This is an optimization exercise on Yosys and OpenROAD, whose aim is small area, a short achievable clock period and few clock cycles, not a production implementation. The RTL was checked by simulation tests, not by an equivalence proof against the original design.

$ cat flow/run.sh
#!/bin/bash
# synth_recipe.tcl (not shown) runs the flow's synth.tcl, then flattens the netlist and writes it again
# the make line also repeats each setting of config.mk as NAME=value (left out here)
make -C /OpenROAD-flow-scripts/flow DESIGN_CONFIG=/design/flow/config.mk WORK_HOME=/design/flow/orfs CLKGATE_MAP_FILE= SYNTH_SCRIPT=/design/flow/synth_recipe.tcl finish
$ cat flow/config.mk
export PLATFORM = sky130hd
export DESIGN_NAME = sparse_mul_top
export DESIGN_NICKNAME = sparse_mul_top
export VERILOG_FILES = /design/flow/design.v
export SDC_FILE = /design/flow/constraint.sdc
export NUM_CORES = 4
export LEC_CHECK = 0
export CAP_MARGIN = 20
export CORE_MARGIN = 2
export CORE_UTILIZATION = 40
export SLEW_MARGIN = 20
$ cat flow/constraint.sdc
create_clock -name core_clock -period 5.0 [get_ports {clk}]
set_input_delay 1.0000 -clock core_clock [delete_from_list [all_inputs] [get_ports {clk}]]
set_output_delay 1.0000 -clock core_clock [all_outputs]
set_load 0.01 [all_outputs]
$ cat flow/design.v
`timescale 1ns/1ps
module operand_fetch
(
  input  logic                                    clk,
  input  logic                                    rst_n,
  input  logic                                    start,
  output logic                                    busy,
  output logic                                    done,
  input  logic                                    poly_wr_en,
  input  logic [$clog2(64)-1:0]                   poly_wr_addr,
  input  logic [8-1:0]                 poly_wr_data,
  input  logic                                    pos_wr_en,
  input  logic [$clog2(16 / 4)-1:0]                  pos_wr_addr,
  input  logic [4-1:0][$clog2(64)-1:0]   pos_wr_data,
  input  logic                                    pass_done,
  output logic                                    term_valid,
  output logic [$clog2(64)-1:0]                   term_k,
  output logic [4-1:0][8-1:0] term_coeffs,
  output logic [4-1:0]                   term_negate,
  output logic                                    term_first_pass
);
  localparam int POS_W   = $clog2(64);
  localparam int PASS_W  = $clog2(16 / 4);
  localparam int PASSES = 16 / 4;
  localparam logic [1:0] IDLE     = 2'd0;
  localparam logic [1:0] LOAD_POS = 2'd1;
  localparam logic [1:0] STREAM   = 2'd2;
  localparam logic [1:0] DRAIN    = 2'd3;
  logic [1:0]                                   state;
  logic [$clog2(16 / 4)-1:0]                       pass;
  logic [$clog2(64)-1:0]                        k_cnt;
  logic [4-1:0][$clog2(64)-1:0]        pos_mem [PASSES];
  logic [8-1:0]                      dense_mem [4][64];
  logic [4-1:0][$clog2(64)-1:0]        pos_q;
  logic [$clog2(64)-1:0]                        rd_addr [4];
  logic [4-1:0]                        neg_next;
  assign busy = (state != IDLE);
  always_ff @(posedge clk or negedge rst_n)
  begin
    if (!rst_n)
    begin
      state <= IDLE;
      pass  <= '0;
      k_cnt <= '0;
      done  <= 1'b0;
    end
    else
    begin
      done <= 1'b0;
      case (state)
        IDLE:
          if (start)
          begin
            pass  <= '0;
            state <= LOAD_POS;
          end
        LOAD_POS:
        begin
          k_cnt <= '0;
          state <= STREAM;
        end
        STREAM:
        begin
          k_cnt <= k_cnt + 1'b1;
          if (k_cnt == POS_W'(64 - 1))
            state <= DRAIN;
        end
        DRAIN:
          if (pass_done)
          begin
            if (pass == PASS_W'(PASSES - 1))
            begin
              state <= IDLE;
              done  <= 1'b1;
            end
            else
            begin
              pass  <= pass + 1'b1;
              state <= LOAD_POS;
            end
          end
        default:
          state <= IDLE;
      endcase
    end
  end
  always_comb
  begin
    for (int l = 0; l < 4; l++)
    begin
      rd_addr[l]  = k_cnt - pos_q[l];
      neg_next[l] = (k_cnt < pos_q[l]) !=
                    ((32'(pass) * 4 + l) >= (16 / 2));
    end
  end
  always_ff @(posedge clk)
  begin
    if (pos_wr_en && !busy)
      pos_mem[pos_wr_addr] <= pos_wr_data;
    if (state == LOAD_POS)
      pos_q <= pos_mem[pass];
    for (int l = 0; l < 4; l++)
    begin
      if (poly_wr_en && !busy)
        dense_mem[l][poly_wr_addr] <= poly_wr_data;
      term_coeffs[l] <= dense_mem[l][rd_addr[l]];
    end
    term_negate     <= neg_next;
    term_k          <= k_cnt;
    term_first_pass <= (pass == '0);
  end
  always_ff @(posedge clk or negedge rst_n)
  begin
    if (!rst_n)
      term_valid <= 1'b0;
    else
      term_valid <= (state == STREAM);
  end
endmodule
`timescale 1ns/1ps
module term_accumulate
(
  input  logic                                    clk,
  input  logic                                    rst_n,
  input  logic                                    term_valid,
  input  logic [$clog2(64)-1:0]                   term_k,
  input  logic [4-1:0][8-1:0] term_coeffs,
  input  logic [4-1:0]                   term_negate,
  input  logic                                    term_first_pass,
  output logic                                    acc_valid,
  output logic [$clog2(64)-1:0]                   acc_k,
  output logic [8-1:0]                 acc_sum,
  output logic                                    acc_first_pass,
  output logic                                    acc_last
);
  localparam int COEFF_W = 8;
  localparam int POS_W   = $clog2(64);
  localparam int SUM_W  = 8 + $clog2(4);
  localparam int FOLD_W = 8 + 1;
  localparam int HI_W   = SUM_W - 8;
  logic [8-1:0]                      corr [4];
  logic [SUM_W-1:0]                             lane_sum;
  logic [SUM_W-1:0]                             s1_sum;
  logic [$clog2(64)-1:0]                        s1_k;
  logic                                         s1_valid;
  logic                                         s1_first;
  logic                                         s1_last;
  logic [HI_W-1:0]                              hi;
  logic [FOLD_W-1:0]                            fold;
  logic [FOLD_W-1:0]                            s2_fold;
  logic [$clog2(64)-1:0]                        s2_k;
  logic                                         s2_valid;
  logic                                         s2_first;
  logic                                         s2_last;
  logic [8-1:0]                      reduced;
  always_comb
  begin
    lane_sum = '0;
    for (int l = 0; l < 4; l++)
    begin
      corr[l]  = term_negate[l] ? COEFF_W'(251) - term_coeffs[l] : term_coeffs[l];
      lane_sum = lane_sum + SUM_W'(corr[l]);
    end
  end
  assign hi   = s1_sum[SUM_W-1:8];
  assign fold = FOLD_W'(s1_sum[8-1:0]) + FOLD_W'({hi, 2'b00}) + FOLD_W'(hi);
  assign reduced = (s2_fold >= FOLD_W'(251)) ? COEFF_W'(s2_fold - FOLD_W'(251))
                                                : COEFF_W'(s2_fold);
  always_ff @(posedge clk or negedge rst_n)
  begin
    if (!rst_n)
    begin
      s1_valid  <= 1'b0;
      s2_valid  <= 1'b0;
      acc_valid <= 1'b0;
    end
    else
    begin
      s1_valid  <= term_valid;
      s2_valid  <= s1_valid;
      acc_valid <= s2_valid;
    end
  end
  always_ff @(posedge clk)
  begin
    s1_sum         <= lane_sum;
    s1_k           <= term_k;
    s1_first       <= term_first_pass;
    s1_last        <= (term_k == POS_W'(64 - 1));
    s2_fold        <= fold;
    s2_k           <= s1_k;
    s2_first       <= s1_first;
    s2_last        <= s1_last;
    acc_sum        <= reduced;
    acc_k          <= s2_k;
    acc_first_pass <= s2_first;
    acc_last       <= s2_last;
  end
endmodule
`timescale 1ns/1ps
module result_store
(
  input  logic                                    clk,
  input  logic                                    rst_n,
  input  logic                                    acc_valid,
  input  logic [$clog2(64)-1:0]                   acc_k,
  input  logic [8-1:0]                 acc_sum,
  input  logic                                    acc_first_pass,
  input  logic                                    acc_last,
  output logic                                    pass_done,
  input  logic                                    res_rd_en,
  input  logic [$clog2(64)-1:0]                   res_rd_addr,
  output logic [8-1:0]                 res_rd_data,
  output logic                                    res_rd_valid
);
  localparam int COEFF_W = 8;
  localparam int PASS_W  = $clog2(16 / 4);
  localparam int PASSES  = 16 / 4;
  localparam int TOTAL_W = 8 + 1;
  logic [8-1:0]                      res_mem [64];
  logic [8-1:0]                      a_stored;
  logic [8-1:0]                      a_sum;
  logic [$clog2(64)-1:0]                        a_k;
  logic                                         a_valid;
  logic                                         a_first;
  logic                                         a_last;
  logic [TOTAL_W-1:0]                           b_total;
  logic [$clog2(64)-1:0]                        b_k;
  logic                                         b_valid;
  logic                                         b_last;
  logic [8-1:0]                      wr_data;
  logic [$clog2(16 / 4)-1:0]                       pass_cnt;
  logic                                         running;
  logic                                         ext_rd;
  assign ext_rd  = res_rd_en && !running;
  assign wr_data = (b_total >= TOTAL_W'(251)) ? COEFF_W'(b_total - TOTAL_W'(251))
                                                 : COEFF_W'(b_total);
  always_ff @(posedge clk)
  begin
    a_stored <= res_mem[acc_k];
    a_sum    <= acc_sum;
    a_k      <= acc_k;
    a_first  <= acc_first_pass;
    a_last   <= acc_last;
    b_total  <= TOTAL_W'(a_first ? COEFF_W'(0) : a_stored) + TOTAL_W'(a_sum);
    b_k      <= a_k;
    b_last   <= a_last;
    if (b_valid)
      res_mem[b_k] <= wr_data;
    if (ext_rd)
      res_rd_data <= res_mem[res_rd_addr];
  end
  always_ff @(posedge clk or negedge rst_n)
  begin
    if (!rst_n)
    begin
      a_valid      <= 1'b0;
      b_valid      <= 1'b0;
      pass_done    <= 1'b0;
      pass_cnt     <= '0;
      running      <= 1'b0;
      res_rd_valid <= 1'b0;
    end
    else
    begin
      a_valid      <= acc_valid;
      b_valid      <= a_valid;
      pass_done    <= b_valid && b_last;
      res_rd_valid <= ext_rd;
      if (acc_valid && acc_first_pass)
        running <= 1'b1;
      if (pass_done)
      begin
        if (pass_cnt == PASS_W'(PASSES - 1))
        begin
          pass_cnt <= '0;
          running  <= 1'b0;
        end
        else
          pass_cnt <= pass_cnt + 1'b1;
      end
    end
  end
endmodule
`timescale 1ns/1ps
module sparse_mul_top
(
  input  logic                                    clk,
  input  logic                                    rst_n,
  input  logic                                    start,
  output logic                                    busy,
  output logic                                    done,
  input  logic                                    poly_wr_en,
  input  logic [$clog2(64)-1:0]                   poly_wr_addr,
  input  logic [8-1:0]                 poly_wr_data,
  input  logic                                    pos_wr_en,
  input  logic [$clog2(16 / 4)-1:0]                  pos_wr_addr,
  input  logic [4*$clog2(64)-1:0]        pos_wr_data,
  input  logic                                    res_rd_en,
  input  logic [$clog2(64)-1:0]                   res_rd_addr,
  output logic [8-1:0]                 res_rd_data,
  output logic                                    res_rd_valid
);
  logic                                         pass_done;
  logic                                         term_valid;
  logic [$clog2(64)-1:0]                        term_k;
  logic [4-1:0][8-1:0]      term_coeffs;
  logic [4-1:0]                        term_negate;
  logic                                         term_first_pass;
  logic                                         acc_valid;
  logic [$clog2(64)-1:0]                        acc_k;
  logic [8-1:0]                      acc_sum;
  logic                                         acc_first_pass;
  logic                                         acc_last;
  operand_fetch u_fetch (
    .clk          (clk),
    .rst_n        (rst_n),
    .start        (start),
    .busy         (busy),
    .done         (done),
    .poly_wr_en   (poly_wr_en),
    .poly_wr_addr (poly_wr_addr),
    .poly_wr_data (poly_wr_data),
    .pos_wr_en    (pos_wr_en),
    .pos_wr_addr  (pos_wr_addr),
    .pos_wr_data  (pos_wr_data),
    .pass_done       (pass_done),
    .term_valid      (term_valid),
    .term_k          (term_k),
    .term_coeffs     (term_coeffs),
    .term_negate     (term_negate),
    .term_first_pass (term_first_pass)
  );
  term_accumulate u_accum (
    .clk   (clk),
    .rst_n (rst_n),
    .term_valid      (term_valid),
    .term_k          (term_k),
    .term_coeffs     (term_coeffs),
    .term_negate     (term_negate),
    .term_first_pass (term_first_pass),
    .acc_valid       (acc_valid),
    .acc_k           (acc_k),
    .acc_sum         (acc_sum),
    .acc_first_pass  (acc_first_pass),
    .acc_last        (acc_last)
  );
  result_store u_store (
    .clk          (clk),
    .rst_n        (rst_n),
    .acc_valid      (acc_valid),
    .acc_k          (acc_k),
    .acc_sum        (acc_sum),
    .acc_first_pass (acc_first_pass),
    .acc_last       (acc_last),
    .pass_done    (pass_done),
    .res_rd_en    (res_rd_en),
    .res_rd_addr  (res_rd_addr),
    .res_rd_data  (res_rd_data),
    .res_rd_valid (res_rd_valid)
  );
endmodule
==> impl_results.md, run 1 <==
* Status: no timing/DRC/antenna violations
* Gpl congestion at between 0.8 and 0.9
* First-pass GRT wire length at 270,000 um
* Area of placed instances at approximately 71,000 um^2
* Clock Path Buffers at 3
* Worst rel slew slack at between 20% and 30%
* Ys flop type: edfxtp_1
* Layout Utilization at 46.0%
* Setup TNS at 0 ns
* Synth top area cells: edfxtp_1, mux4_2, dfxtp_1
* Cell Area, Synth at roughly 67,000 um^2
* Most frequent cells after synthesis: edfxtp_1, mux4_2, nor2_1
* DIE WIDTH at 412 um
* Initial core utilization at 40.4%
* Sink Count at about 1,300
* Initial antenna violation count at 7
* Largest net degree at the start of global routing at between 60 and 70
* Finish-stage setup viols at 0
* Cell Rows at 149
* Fin nets at roughly 3,600
* Cell taking the most area after synthesis: edfxtp_1
* H-tree depth at 4
* Post-synth top area share at between 50% and 60%
* Antenna-violating nets left at 0
* Post-Syn Nets at 3,485
* Core area at 165,000 um^2
* Crit path max fanout at 34
* Period utilisation layout at a little over four fifths
* Clock Tree Root: clkbuf_16
* Slew Viols, Final at 0
* WL/cell at roughly 32 um
* Number of library cell types mapped by synthesis at 47
* Via/cell ratio at roughly 6.3
* EDFF count, synth at 1,152
* Initial DRC Count at 4,565
* Worst slew pin tran at ~1.1 ns
* RSZ-0062 raised after global routing: no
* Async S/R FF share, synth at 1.68%
* Layout cells sized above 1 at approximately two fifths
* Synthesized flop and latch total at roughly 1,300
* Vias in the first global route at between 30,000 and 40,000
* Synth-to-layout area growth at 13.9%
* Num ports at 63
* Clk Latency, worst-skew pair at 0.80 ns
* CP required at approximately 5.7 ns
* Vert. Die Dim at 412 um
* Gr usage total at around 22%
* Syn Area/Cell at around 20 um^2
* Via Count at about 37,000
* CTS Hold Bufs at 0
* Max cap viols at 0
* Worst Setup End Kind: flip-flop
* CP arrival at about 5 ns
* Setup CP Type: reg -> reg
* Synthesized instance count at approximately 3,300
* CTS resizes at 0
* Residual DRC count at 0
* Routed WL at 188,000 um
* Die footprint at around 170,000 um^2
* Hold Crit Class: in -> async
* Dominant cell by count in the synthesized netlist: edfxtp_1
* Final worst path period need at ~4.2 ns
* Max Fclk at ~0.24 GHz
* Drt pass-1 iters at 8
* Cts bufs inserted at between 100 and 150
* Finished Cell Area at 75,900 um^2
* Skew final at just under 0.04 ns
* Clock transition at path regs at ~0.07 ns
* Startpoint Class: flip-flop
* IO Port Bufs at 62
* Detail Placement HPWL at between 100,000 and 150,000 um
* Syn. warnings at 5
* Register area share after synthesis at 56.7%
* Gr ovfl total at 0
* Post-CTS setup buffer count at 0
* CTS tree: built
* Hold Fails Final Rpt at 0
-- routing by layer --
layer | GRT usage [%] | vias up | wire length, um
met3 | 4.40 | 362 | 14500
li1 | - | 14825 | -
met2 | 36.9 | 1809 | 93800
met4 | 8.47 | 4 | 7580
met5 | 0 | - | 36
met1 | 29.2 | 19569 | 72300
-- cell families (layout without fill, tap and decap cells) --
kind of cell | Yosys count | count (layout) | synth area share (%)
flops | 1308 | 1308 | 56.7
buf+inv | 306 | 578 | 2.08
compound gates | 135 | 135 | 1.30
other cells | 0 | 4 | 0
simple gates | 356 | 356 | 2.38
mux | 1087 | 1087 | 34.8
xor+xnor | 73 | 73 | 0.959
fa+ha+maj | 84 | 84 | 1.76
-- critical path, stage by stage (launching register included) --
cell,delay [ns]
dfrtp_1,0.41
inv_1,0.31
ha_4,0.19
inv_1,0.05
fa_4,1.10
buf_12,0.30
mux4_2,0.37
mux4_2,0.53
mux2i_1,0.55
mux2i_1,0.17
-- flip-flops by register name, indices dropped and copies added (netlist names), 4 cells and up --
signal / count
u_store.b_k: 6
u_fetch.term_k: 6
u_store.a_stored: 8
u_accum.s1_sum: 10
u_fetch.term_negate: 4
u_fetch.dense_mem: 512
u_accum.s2_fold: 9
u_accum.s2_k: 6
u_store.res_rd_data: 8
u_accum.acc_k: 6
u_fetch.k_cnt: 6
u_store.res_mem: 512
u_accum.s1_k: 6
u_store.b_total: 9
u_store.a_k: 6
u_fetch.pos_mem: 96
u_fetch.pos_q: 24
u_fetch.term_coeffs: 32
u_store.a_sum: 8
u_accum.acc_sum: 8
-- layout by cell type (no fill, tap or decap), types with 10 or more instances in the layout --
| master | instances |
|---|---|
| clkbuf_1 | 21 |
| a21o_1 | 11 |
| bufinv_16 | 12 |
| clkinv_2 | 29 |
| o22ai_1 | 32 |
| nand3_1 | 34 |
| buf_12 | 35 |
| fa_1 | 12 |
| clkinv_1 | 21 |
| buf_4 | 150 |
| dfrtp_1 | 21 |
| xnor2_1 | 43 |
| mux2i_1 | 98 |
| xor2_1 | 17 |
| ha_1 | 63 |
| clkdlybuf4s50_1 | 50 |
| mux4_2 | 984 |
| clkbuf_16 | 148 |
| xnor2_2 | 10 |
| nor2_1 | 176 |
| o21ai_0 | 27 |
| nand2b_1 | 13 |
| edfxtp_1 | 1152 |
| inv_1 | 65 |
| nand2_1 | 52 |
| dfxtp_1 | 131 |
| a21oi_1 | 30 |
| nor2b_1 | 32 |
-- per-stage QoR --
step                std cells  hold slack [ns]  setup slack, ns
floorplan                3349            0.310             1.14
global placement         5540            0.309            0.774
detailed placement       5541            0.312            0.800
CTS                      5810            0.324            0.788
global route             5810            0.164            0.665
finish                   5814            0.165            0.768
-- path summary, 6_finish.rpt --
check	startpoint	to	slack (ns)	cells past startpoint
min reg2reg	u_store.a_k[3]	u_store.b_k[3]	0.32	0
min in group core_clock	u_store.a_k[3]	u_store.b_k[3]	0.32	0
min	rst_n	u_fetch.done	0.16	1
max in group asynchronous	rst_n	u_fetch.pass[0]	4.46	1
max	u_fetch.k_cnt[0]	u_fetch.term_coeffs[25]	0.77	9
max reg2reg	u_fetch.k_cnt[0]	u_fetch.term_coeffs[25]	0.77	9
-- area by class of cell --
type	instances	area [um^2]
antenna	4	10.0
clock buffer	177	3890
clock inverter	92	1060
fill	13959	89200
inverter	66	248
multi-input combinational	1735	27800
sequential	1308	37800
tap	2189	2740
timing repair buffer	243	2390
Testbench counts, summed over its fixed seeds: cycles 17,456.
==> inputs of run 2 (changes only) <==
==> flow/design.v (replaced) <==
`timescale 1ns/1ps
module sparse_mul_top
(
  input  logic                                    clk,
  input  logic                                    rst_n,
  input  logic                                    start,
  output logic                                    busy,
  output logic                                    done,
  input  logic                                    poly_wr_en,
  input  logic [$clog2(64)-1:0]                   poly_wr_addr,
  input  logic [8-1:0]                 poly_wr_data,
  input  logic                                    pos_wr_en,
  input  logic [$clog2(16 / 4)-1:0]                  pos_wr_addr,
  input  logic [4*$clog2(64)-1:0]        pos_wr_data,
  input  logic                                    res_rd_en,
  input  logic [$clog2(64)-1:0]                   res_rd_addr,
  output logic [8-1:0]                 res_rd_data,
  output logic                                    res_rd_valid
);
  localparam int N       = 64;
  localparam int H       = 16;
  localparam int L       = 4;
  localparam int W       = 8;
  localparam int POS_W   = $clog2(64);
  localparam int WORDS   = 16 / 4;
  logic [N-1:0][W-1:0]          a_mem;
  logic [WORDS-1:0][L*POS_W-1:0] pos_mem;
  logic [N-1:0][W-1:0]          acc;
  logic [N-1:0][W-1:0]          acc_nxt;
  logic                         busy_q;
  logic                         first_q;
  logic [POS_W-1:0]             idx_q;      
  logic                         sp_q;       
  logic                         sm_q;       
  logic [N-1:0]                 therm_q;    
  logic                         last;
  logic                         sp_nxt;
  logic                         sm_nxt;
  logic [W-1:0]                 rd_q;
  assign busy = busy_q;
  assign last = busy_q && (idx_q == POS_W'(N - 1));
  always_ff @(posedge clk)
  begin
    for (int k = 0; k < N; k++)
      if (poly_wr_en && !busy_q && (poly_wr_addr == POS_W'(k)))
        a_mem[k] <= poly_wr_data;
    for (int w = 0; w < WORDS; w++)
      if (pos_wr_en && !busy_q && (pos_wr_addr == w))
        pos_mem[w] <= pos_wr_data;
  end
  logic [H-1:0]                 hit;
  for (genvar j = 0; j < H; j++)
  begin : g_hit
    assign hit[j] = (pos_mem[j / L][(j % L) * POS_W +: POS_W] == idx_q);
  end
  assign sp_nxt = |hit[H/2-1:0];
  assign sm_nxt = |hit[H-1:H/2];
  always_ff @(posedge clk)
  begin
    sp_q <= sp_nxt;
    sm_q <= sm_nxt;
    if (!busy_q)
      therm_q <= N'(1);
    else
      therm_q <= {therm_q[N-2:0], 1'b1};
  end
  always_ff @(posedge clk or negedge rst_n)
  begin
    if (!rst_n)
    begin
      busy_q       <= 1'b0;
      done         <= 1'b0;
      first_q      <= 1'b0;
      idx_q        <= POS_W'(N - 1);
      res_rd_valid <= 1'b0;
    end
    else
    begin
      done         <= last;
      first_q      <= start && !busy_q;
      res_rd_valid <= res_rd_en && !busy_q;
      if (start && !busy_q)
        busy_q <= 1'b1;
      else if (last)
        busy_q <= 1'b0;
      if ((start && !busy_q) || (busy_q && !last))
        idx_q <= idx_q - 1'b1;
      else
        idx_q <= POS_W'(N - 1);
    end
  end
  logic                         en;
  assign en = sp_q || sm_q;
  for (genvar k = 0; k < N; k++)
  begin : g_step
    logic [W-1:0] x;
    logic [W-1:0] y;
    logic         neg;
    logic [W:0]   s9;
    logic [W-1:0] corr;
    assign x   = first_q ? W'(0) : acc[(k + N - 1) % N];
    assign neg = en && (sm_q == therm_q[k]);
    assign y   = en ? (neg ? ~a_mem[k] : a_mem[k]) : W'(0);
    assign s9  = {1'b0, x} + {1'b0, y} + (W+1)'(neg);
    assign corr = (!neg &&  s9[W]) ? W'(256 - 251) :
                  ( neg && !s9[W]) ? W'(251)       : W'(0);
    assign acc_nxt[k] = s9[W-1:0] + corr;
  end
  always_ff @(posedge clk)
  begin
    if (busy_q)
      acc <= acc_nxt;
    rd_q <= acc[res_rd_addr];
  end
  assign res_rd_data = (rd_q >= W'(251)) ? rd_q - W'(251) : rd_q;
endmodule
==> run 2 against run 1 <==
Still clean. Clock-buffer cell count up 16. Synthesized area up 37%. Clock skew down 0.010 ns. Cell area up 44%. Register-to-register slack worse by 0.60 ns. Cell count up 120%. Largest cell class is now multi-input gates.
==> impl_results.md, run 2 <==
* Most frequent cells after synthesis: edfxtp_1, ha_1, nor2_1
* Most common cell after layout, fill and taps aside: edfxtp_1
* Detail Placement HPWL at 182,000 um (+48%)
* Cell Rows at 175 (+17%)
* Cts bufs inserted at 150 (+2.7%)
* Worst Setup End Kind: flip-flop
* Hold Slack at 0.477 ns (+0.312 ns)
* IO Port Bufs at 62 (unchanged)
* Synthesized flop and latch total at 1,203 (-8.0%)
* Synth top area cells: edfxtp_1, ha_1, xnor2_1
* Vias in the first global route at 65,134 (+75%)
* Period utilisation layout at 96.7% (+12 points)
* R2r setup slk at 0.17 ns (-0.60 ns)
* Syn Area/Cell at 10.6 um^2 (-47%)
* Via/cell ratio at 5.12 (-19%)
* Gpl congestion at 0.892 (+5.6%)
* Startpoint Class: flip-flop
* Cell Area, Synth at 91,100 um^2 (+37%)
* Reg-to-reg startpoint: sp_q
* Max Fclk at 0.207 GHz (-12%)
* Sink Count at 1,203 (-8.0%)
* DIE WIDTH at 481 um (+17%)
* CTS Hold Bufs at 0 (unchanged)
* R2r endpoint: acc[398]
* Async S/R FF share, synth at 0.831% (-0.85 points)
* Slowest stage delay, CP at 0.39 ns (-0.71 ns)
* Slew Viols, Final at 0 (unchanged)
* Cell taking the most area after synthesis: edfxtp_1
* Crit path max fanout at 8 (-76%)
* Syn. warnings at 1 (-4)
* Max cap viols at 0 (unchanged)
* EDFF count, synth at 1,120 (-2.8%)
* Antenna-violating nets left at 0 (unchanged)
* Min setup slack post-route at 0.167 ns (-0.601 ns)
* Post-Syn Nets at 9,879 (+180%)
* Finish-stage setup viols at 0 (unchanged)
* Clk Latency, worst-skew pair at 0.80 ns (about the same)
* H-tree depth at 4 (unchanged)
* Worst-case reg-to-reg path depth at 27 (+18)
* CTS tree: built
* Post-Place Worst Slack at -0.314 ns (-1.11 ns)
* Skew final at 0.0295 ns (-0.0102 ns)
* Core area at 227,000 um^2 (+37%)
* Worst Setup SP: sp_q
* Dominant cell by count in the synthesized netlist: edfxtp_1
* Initial DRC Count at 4,309 (-5.6%)
* End of the critical path: acc[398]
* Commonest non-fill, non-tap cells in the layout: edfxtp_1, ha_1, nor2_1
* Largest registers: a_mem (512), acc (512), pos_mem (96)
* RSZ-0062 raised after global routing: yes
* Layout cells sized above 1 at 18.9% (-22 points)
* Drt pass-1 iters at 7 (-1)
* Hold Fails Final Rpt at 0 (unchanged)
* Status: no timing/DRC/antenna violations
* Vert. Die Dim at 481 um (+17%)
* Slowest cell on crit path: fa_2
* Setup TNS at 0 ns (unchanged)
* Synthesized instance count at 8,613 (+160%)
* Num ports at 63 (unchanged)
* Routed WL at 253,000 um (+35%)
* WL/cell at 20.1 um (-38%)
* Residual DRC count at 0 (unchanged)
* CP arrival at 5.35 ns (+0.47 ns)
* Hold Crit Class: reg -> reg
* Gr usage total at 21.4% (-0.92 points)
* Gr ovfl total at 0 (unchanged)
* Register area share after synthesis at 38.8% (-18 points)
* Clock Path Buffers at 3 (unchanged)
* Ys flop type: edfxtp_1
* Clock transition at path regs at 0.06 ns (about the same)
* Setup CP Type: reg -> reg
* Worst slew pin tran at 1.11 ns (+0.00394 ns)
* Largest net degree at the start of global routing at 128 (+97%)
* Synth-to-layout area growth at 20.1%
* Initial core utilization at 40.2% (-0.22 points)
* Final worst path period need at 4.83 ns (+0.601 ns)
* Via Count at 64,434 (+76%)
* Post-synth top area share at 36.9% (-15 points)
* Number of library cell types mapped by synthesis at 63 (+34%)
* First-pass GRT wire length at 380,000 um (+41%)
* Die footprint at 232,000 um^2 (+36%)
* Clock Tree Root: clkbuf_16
* Crit-path most repeated cell: inv_1
* Initial antenna violation count at 19 (+12)
* Worst rel slew slack at 26.2% (-0.26 points)
* Fin nets at 10,698 (+190%)
* CP required at 5.52 ns (-0.13 ns)
-- run 2: how the worst min path moves through the flow --
stage / from / endpoint / slack, ns / cells past startpoint
2_1_floorplan: therm_q[9] / therm_q[10] / 0.45 / 1
3_3_place_gp: therm_q[14] / therm_q[15] / 0.46 / 1
3_5_place_dp: therm_q[14] / therm_q[15] / 0.46 / 1
4_1_cts: therm_q[14] / therm_q[15] / 0.48 / 1
5_1_grt: therm_q[14] / therm_q[15] / 0.49 / 1
6_report: therm_q[14] / therm_q[15] / 0.48 / 1
-- run 2: stage by stage --
step | cell area [um^2] | instances | util, %
2_1_floorplan | 91200 | 8613 | -
6_report | 109000 | 12576 | 48.2
5_1_grt | 109000 | 12572 | 48.2
3_3_place_gp | 100000 | 12175 | 44.2
3_5_place_dp | 100000 | 12175 | 44.2
4_1_cts | 106000 | 12473 | 46.9
-- run 2: cells by family (layout without fill, tap and decap cells) --
| kind of cell | count (synthesis) | count (layout) | synth area share (%) |
|---|---|---|---|
| simple gates | 2400 | 2400 | 12.6 |
| other cells | 0 | 7 | 0 |
| fa+ha+maj | 1214 | 1214 | 18.3 |
| xor+xnor | 1389 | 1389 | 13.6 |
| flops | 1203 | 1203 | 38.8 |
| compound gates | 1228 | 1228 | 8.20 |
| mux | 182 | 182 | 4.26 |
| buf+inv | 997 | 1944 | 4.21 |
-- run 2: worst max-delay path, delay by kind of cell, from the launching register on --
kind | cells | cell delay (ns)
buffers and inverters | 8 | 0.84
XOR/XNOR | 1 | 0.14
adder cells (fa/ha/maj) | 5 | 1.46
flip-flops | 1 | 0.33
AND/OR/NAND/NOR | 4 | 0.57
AO/OA/AOI/OAI | 9 | 1.18
-- run 2: cell type report --
| class | count | area, um^2 |
|---|---|---|
| well taps | 3009 | 3760 |
| clock inverters | 87 | 1100 |
| inverters | 800 | 3000 |
| clock buffers | 193 | 4190 |
| repair buffers | 864 | 7580 |
| diodes | 7 | 17.5 |
| fillers | 20467 | 117000 |
| multi-input cells | 6413 | 54400 |
| flip-flops and latches | 1203 | 35400 |
-- run 2: what timing repair did --
action / 4_1_cts / 5_1_grt
buffers inserted: 12 / 91
gates resized for setup: 203 / 733
gates cloned: 6 / 7
endpoints found under the setup margin: 94 / 253
pin swaps: 20 / 318
-- run 2: layer usage --
metal	track usage [%]	wire length [um]	vias up
met4	6.98	8320	4
met3	2.66	12300	376
li1	-	-	30998
met2	36.0	121000	1375
met1	28.5	112000	31681
met5	0	27	-
Testbench counts of run 2, summed over its fixed seeds: cycles 6,704.
==> inputs of run 3 (changes only) <==
==> flow/design.v (replaced) <==
`timescale 1ns/1ps
module sparse_mul_top
(
  input  logic                                    clk,
  input  logic                                    rst_n,
  input  logic                                    start,
  output logic                                    busy,
  output logic                                    done,
  input  logic                                    poly_wr_en,
  input  logic [$clog2(64)-1:0]                   poly_wr_addr,
  input  logic [8-1:0]                 poly_wr_data,
  input  logic                                    pos_wr_en,
  input  logic [$clog2(16 / 4)-1:0]                  pos_wr_addr,
  input  logic [4*$clog2(64)-1:0]        pos_wr_data,
  input  logic                                    res_rd_en,
  input  logic [$clog2(64)-1:0]                   res_rd_addr,
  output logic [8-1:0]                 res_rd_data,
  output logic                                    res_rd_valid
);
  localparam int N       = 64;
  localparam int H       = 16;
  localparam int L       = 4;
  localparam int W       = 8;
  localparam int POS_W   = $clog2(64);
  localparam int WORDS   = 16 / 4;
  logic [N-1:0][W-1:0]           a_mem;
  logic [WORDS-1:0][L*POS_W-1:0] pos_mem;
  logic [N-1:0][W-1:0]           acc_v;
  logic [N-1:0]                  acc_c;
  logic [N-1:0][W-1:0]           nxt_v;
  logic [N-1:0]                  nxt_c;
  logic                          busy_q;
  logic                          first_q;    
  logic                          last_q;     
  logic [POS_W:0]                step_q;     
  logic [POS_W-1:0]              idx_q;      
  logic                          sp_q;       
  logic                          sm_q;       
  logic [N-1:0]                  therm_q;    
  logic                          sp_nxt;
  logic                          sm_nxt;
  logic                          go;
  logic [W:0]                    rd_q;
  assign busy = busy_q;
  assign go   = start && !busy_q;
  always_ff @(posedge clk)
  begin
    for (int k = 0; k < N; k++)
      if (poly_wr_en && !busy_q && (poly_wr_addr == POS_W'(k)))
        a_mem[k] <= poly_wr_data;
    for (int w = 0; w < WORDS; w++)
      if (pos_wr_en && !busy_q && (pos_wr_addr == w))
        pos_mem[w] <= pos_wr_data;
  end
  logic [H-1:0]                  hit;
  for (genvar j = 0; j < H; j++)
  begin : g_hit
    assign hit[j] = (pos_mem[j / L][(j % L) * POS_W +: POS_W] == idx_q);
  end
  assign sp_nxt = |hit[H/2-1:0];
  assign sm_nxt = |hit[H-1:H/2];
  always_ff @(posedge clk)
  begin
    sp_q <= sp_nxt && !(busy_q && step_q == (POS_W+1)'(N - 1));
    sm_q <= sm_nxt && !(busy_q && step_q == (POS_W+1)'(N - 1));
    if (!busy_q)
      therm_q <= '1;
    else if (first_q)
      therm_q <= N'(1);
    else
      therm_q <= {therm_q[N-2:0], 1'b1};
  end
  always_ff @(posedge clk or negedge rst_n)
  begin
    if (!rst_n)
    begin
      busy_q       <= 1'b0;
      done         <= 1'b0;
      first_q      <= 1'b0;
      last_q       <= 1'b0;
      step_q       <= '0;
      idx_q        <= '0;
      res_rd_valid <= 1'b0;
    end
    else
    begin
      done         <= last_q;
      first_q      <= go;
      last_q       <= busy_q && step_q == (POS_W+1)'(N - 1);
      res_rd_valid <= res_rd_en && !busy_q;
      if (go)
        busy_q <= 1'b1;
      else if (last_q)
        busy_q <= 1'b0;
      if (busy_q && !last_q)
        step_q <= step_q + 1'b1;
      else
        step_q <= '0;
      if (go || (busy_q && !last_q))
        idx_q <= idx_q - 1'b1;
      else
        idx_q <= '0;
    end
  end
  logic                          en;
  assign en = sp_q || sm_q;
  for (genvar k = 0; k < N; k++)
  begin : g_step
    logic [W-1:0]   v;
    logic           c;
    logic           neg;
    logic [W-1:0]   am;
    logic [W-3:0]   inc;
    logic [W-3:0]   h0;
    logic [W-3:0]   h1;
    logic [W-1:0]   y;
    logic [W:0]     sum;
    assign v   = first_q ? W'(0) : acc_v[(k + N - 1) % N];
    assign c   = first_q ? 1'b0  : acc_c[(k + N - 1) % N];
    assign neg = en && (sm_q == therm_q[k]);
    assign am  = en ? a_mem[k] : W'(0);
    assign inc = am[W-1:2] + 1'b1;
    assign h0  = neg ? ~inc : am[W-1:2];
    assign h1  = neg ? ~am[W-1:2] : inc;
    assign y   = {c ? h1 : h0, am[1:0] ^ {2{neg}}};
    assign sum = {1'b0, v} + {1'b0, y} + (W+1)'(c);
    assign nxt_v[k] = sum[W-1:0];
    assign nxt_c[k] = sum[W];
  end
  always_ff @(posedge clk)
  begin
    if (busy_q)
    begin
      acc_v <= nxt_v;
      acc_c <= nxt_c;
    end
    rd_q <= {acc_c[res_rd_addr], acc_v[res_rd_addr]};
  end
  assign res_rd_data = rd_q[W]                  ? rd_q[W-1:0] + W'(256 - 251) :
                       (rd_q[W-1:0] >= W'(251)) ? rd_q[W-1:0] - W'(251)       :
                                                     rd_q[W-1:0];
endmodule
==> run 3 against run 2 <==
Still clean. Wire length decreased by 6.8%. Critical path depth decreased by 21. Die area decreased by 11%. Largest cell class unchanged.
==> impl_results.md, run 3 <==
* Final worst path period need at 4.67 ns (-0.163 ns)
* Initial DRC Count at 5,463 (+27%)
* Post-CTS setup buffer count at 0 (-12)
* Hold Fails Final Rpt at 0 (unchanged)
* Drt pass-1 iters at 8 (+1)
* Gr usage total at 22.7% (+1.3 points)
* R2r setup slk at 0.92 ns (+0.75 ns)
* Post-Syn Nets at 8,108 (-18%)
* Most common cell after layout, fill and taps aside: edfxtp_1
* Sequential Area at 37,500 um^2 (+6.0%)
* Max cap viols at 0 (unchanged)
* Core area at 200,000 um^2 (-12%)
* CTS Hold Bufs at 0 (unchanged)
* IO Port Bufs at 62 (unchanged)
* Worst slew pin tran at 1.16 ns (+0.0535 ns)
* Finish-stage setup viols at 0 (unchanged)
* Most frequent cells after synthesis: edfxtp_1, nand2_1, o21ai_0
* Post-synth top area share at 44.1% (+7.2 points)
* Reg-to-reg startpoint: sp_q
* Synth-to-layout area growth at 11.1%
* Synthesized flop and latch total at 1,276 (+6.1%)
* Syn Area/Cell at 10.8 um^2 (+2.5%)
* Gr ovfl total at 0 (unchanged)
* Vias in the first global route at 55,892 (-14%)
* R2r endpoint: acc_c[47]
* Clock Tree Root: clkbuf_16
* DIE WIDTH at 453 um (-5.9%)
* Area of placed instances at 84,600 um^2 (-16%)
* Via/cell ratio at 5.60 (+9.3%)
* Gpl congestion at 0.927 (+4.0%)
* EDFF count, synth at 1,184 (+5.7%)
* Hold Path Sink: done
* CTS tree: built
* Worst-case reg-to-reg path depth at 14 (-48%)
* CP delay by family, top: XOR/XNOR gates
* Cell Area, Synth at 80,600 um^2 (-12%)
* Cts bufs inserted at 147 (-2.0%)
* Via Count at 57,640 (-11%)
* Synthesized instance count at 7,437 (-14%)
* Register area share after synthesis at 46.5% (+7.7 points)
* Detail Placement HPWL at 168,000 um (-8.0%)
* CP arrival at 3.67 ns (-1.68 ns)
* Slew Viols, Final at 0 (unchanged)
* Critical-path cell list: ha_1 > o2111a_1 > a31oi_1 > nor2_1 > xor2_1 > clkdlybuf4s50_1
* Skew final at 0.0305 ns (+0.00105 ns)
* H-tree depth at 4 (unchanged)
* Hold path startpoint: last_q
* Routed WL at 236,000 um (-6.8%)
* Async S/R FF share, synth at 1.41% (+0.58 points)
* Finished Cell Area at 89,500 um^2 (-18%)
* Largest net degree at the start of global routing at 133 (+3.9%)
* Levels on crit path at 6 (-78%)
* Dominant cell by count in the synthesized netlist: edfxtp_1
* Antenna-violating nets left at 0 (unchanged)
* Hold Crit Class: reg -> reg
* Ys flop type: edfxtp_1
* Period utilisation layout at 93.4% (-3.3 points)
* Cell taking the most area after synthesis: edfxtp_1
* Slowest stage delay, CP at 0.81 ns (+0.42 ns)
* Die footprint at 205,000 um^2 (-11%)
* Initial core utilization at 40.3% (+0.13 points)
* Layout cells sized above 1 at 8.35% (-11 points)
* Setup CP Type: reg -> out
* First-pass GRT wire length at 350,000 um (-7.9%)
* Setup TNS at 0 ns (unchanged)
* Num ports at 63 (unchanged)
* Residual DRC count at 0 (unchanged)
* Multi-input gate area at 40,800 um^2 (-25%)
* Initial antenna violation count at 15 (-4)
* Max Fclk at 0.214 GHz (+3.5%)
* Fin nets at 8,180 (-24%)
* WP buf/inv at 1 (-7)
* RSZ-0062 raised after global routing: no
* Synth top area cells: edfxtp_1, ha_1, xnor2_1
* Worst Setup End Kind: primary output
* Vert. Die Dim at 453 um (-5.9%)
* Status: no timing/DRC/antenna violations
* Clk Latency, worst-skew pair at 0.80 ns (about the same)
* Slowest cell on crit path: xor2_1
* Hold Path Stages at 0 (-1)
* Crit path max fanout at 6 (-2)
* Worst rel slew slack at 22.5% (-3.7 points)
* CTS resizes at 0 (-100%)
* # fillers at 18,364 (-10%)
* Syn. warnings at 1 (unchanged)
* Clock transition at path regs at 0.06 ns (about the same)
* Largest registers: a_mem (512), acc_v (512), pos_mem (96)
* Clock Path Buffers at 3 (unchanged)
* Number of library cell types mapped by synthesis at 78 (+24%)
* Commonest non-fill, non-tap cells in the layout: edfxtp_1, nand2_1, o21ai_0
* WL/cell at 22.9 um (+14%)
* Cell Rows at 164 (-6.3%)
* Sink Count at 1,276 (+6.1%)
* Startpoint Class: flip-flop
* CP required at 4.00 ns (-1.52 ns)
[run 3: cell types whose count changed in the layout (fill, tap and decap cells not counted), moves of 99 or more]
cell     delta
a21oi_1   +183
nand2_1   +219
nand3_1   +121
xnor2_1   -205
inv_1     -438
xor2_1    -390
o21ai_1    -99
o21ai_0   +408
fa_2      -128
buf_4     -626
nor2_1    -372
ha_1      -509
[run 3: worst register-to-register path: stages (launching register included)]
cell and delay [ns]:
dfxtp_1 0.56, nor2b_4 0.53, buf_4 0.49, a21boi_1 0.24
nand2_1 0.12, nand2_1 0.06, o21ai_0 0.11, fa_1 0.22
inv_1 0.06, fa_1 0.46, a21o_1 0.19, a21oi_1 0.23
o21bai_1 0.10, a21oi_1 0.26, o21ai_0 0.17
[run 3: worst max path at each step]
stage                     startpoint        endpoint  slack [ns]
after floorplan               busy_q      a_mem[152]       -0.39
after global placement          sp_q       acc_c[51]        1.04
after detailed placement        sp_q       acc_c[51]        0.98
after CTS                    rd_q[0]  res_rd_data[2]        0.32
after global routing         rd_q[0]  res_rd_data[2]        0.29
final                        rd_q[0]  res_rd_data[2]        0.33
[run 3: final cells by class]
class / instances / share of cell area, %
sequential: 1276 / 41.9
clock buffer: 188 / 4.53
tap: 2656 / 3.71
clock inverter: 85 / 0.996
multi-input combinational: 5580 / 45.5
antenna: 8 / 0.0224
inverter: 320 / 1.34
timing repair buffer: 184 / 2.00
[run 3: cells by family (layout without fill, tap and decap cells)]
family,after synthesis,after routing,synth area share [%]
AND/OR/NAND/NOR,2317,2317,14.0
flip-flops,1276,1276,46.5
other,0,8,0
multiplexers,231,231,5.23
adder cells (fa/ha/maj),619,619,10.8
buffers and inverters,581,777,3.09
XOR/XNOR,726,726,7.89
AO/OA/AOI/OAI,1687,1687,12.5
[run 3: through the flow]
step / cells / util, % / hold slack [ns] / setup WS, ns
after floorplan: 7437 / - / 0.346 / -0.386
after global placement: 10016 / 42.3 / 0.395 / 1.04
after detailed placement: 10016 / 42.3 / 0.354 / 0.980
after CTS: 10289 / 44.7 / 0.388 / 0.325
after global routing: 10292 / 44.8 / 0.406 / 0.295
final: 10297 / 44.8 / 0.392 / 0.330
[run 3: metal layers]
metal / part of all wire (%) / vias up / GRT usage (%) / wire, um
met5: 0.0055 / - / 0 / 13
met3: 7.1 / 387 / 3.67 / 16900
met4: 3.4 / 2 / 7.86 / 7980
met2: 46 / 1939 / 36.4 / 109000
li1: - / 27017 / - / -
met1: 43 / 28295 / 31.1 / 102000
Testbench counts of run 3, summed over its fixed seeds: cycles 6,752.

-- re-timing with driven ports --
No port has a modelled driver above. Below, the same layouts with a new extraction and two added sets of constraints. Step 1 sets driving cells, clkbuf_16 on the clock port and buf_2 on the other inputs (assumed; they add their load-dependent delay and slew). Step 2 moves the port delays by t, midway between the first and last clock arrival at a register: inputs arrive t later, outputs are due t later. That takes back most of the time a late clock gives input paths. Slacks: ideal ports / drivers / drivers and shift; pairs: ideal ports / drivers.
run | shift t [ns] | slack for setup (ns) | worst setup path at the end | worst register clock-pin slew, ns | worst slew at a driven data input, ns
run 1 | 0.866 | 0.768 / 0.768 / 0.768 | register to register | 0.07 / 0.07 | 0.12
run 2 | 0.871 | 0.167 / 0.167 / 0.167 | register to register | 0.07 / 0.07 | 0.18
run 3 | 0.879 | 0.330 / 0.238 / 0.919 | register to register | 0.07 / 0.07 | 0.10
After both steps every run listed still meets setup and hold.
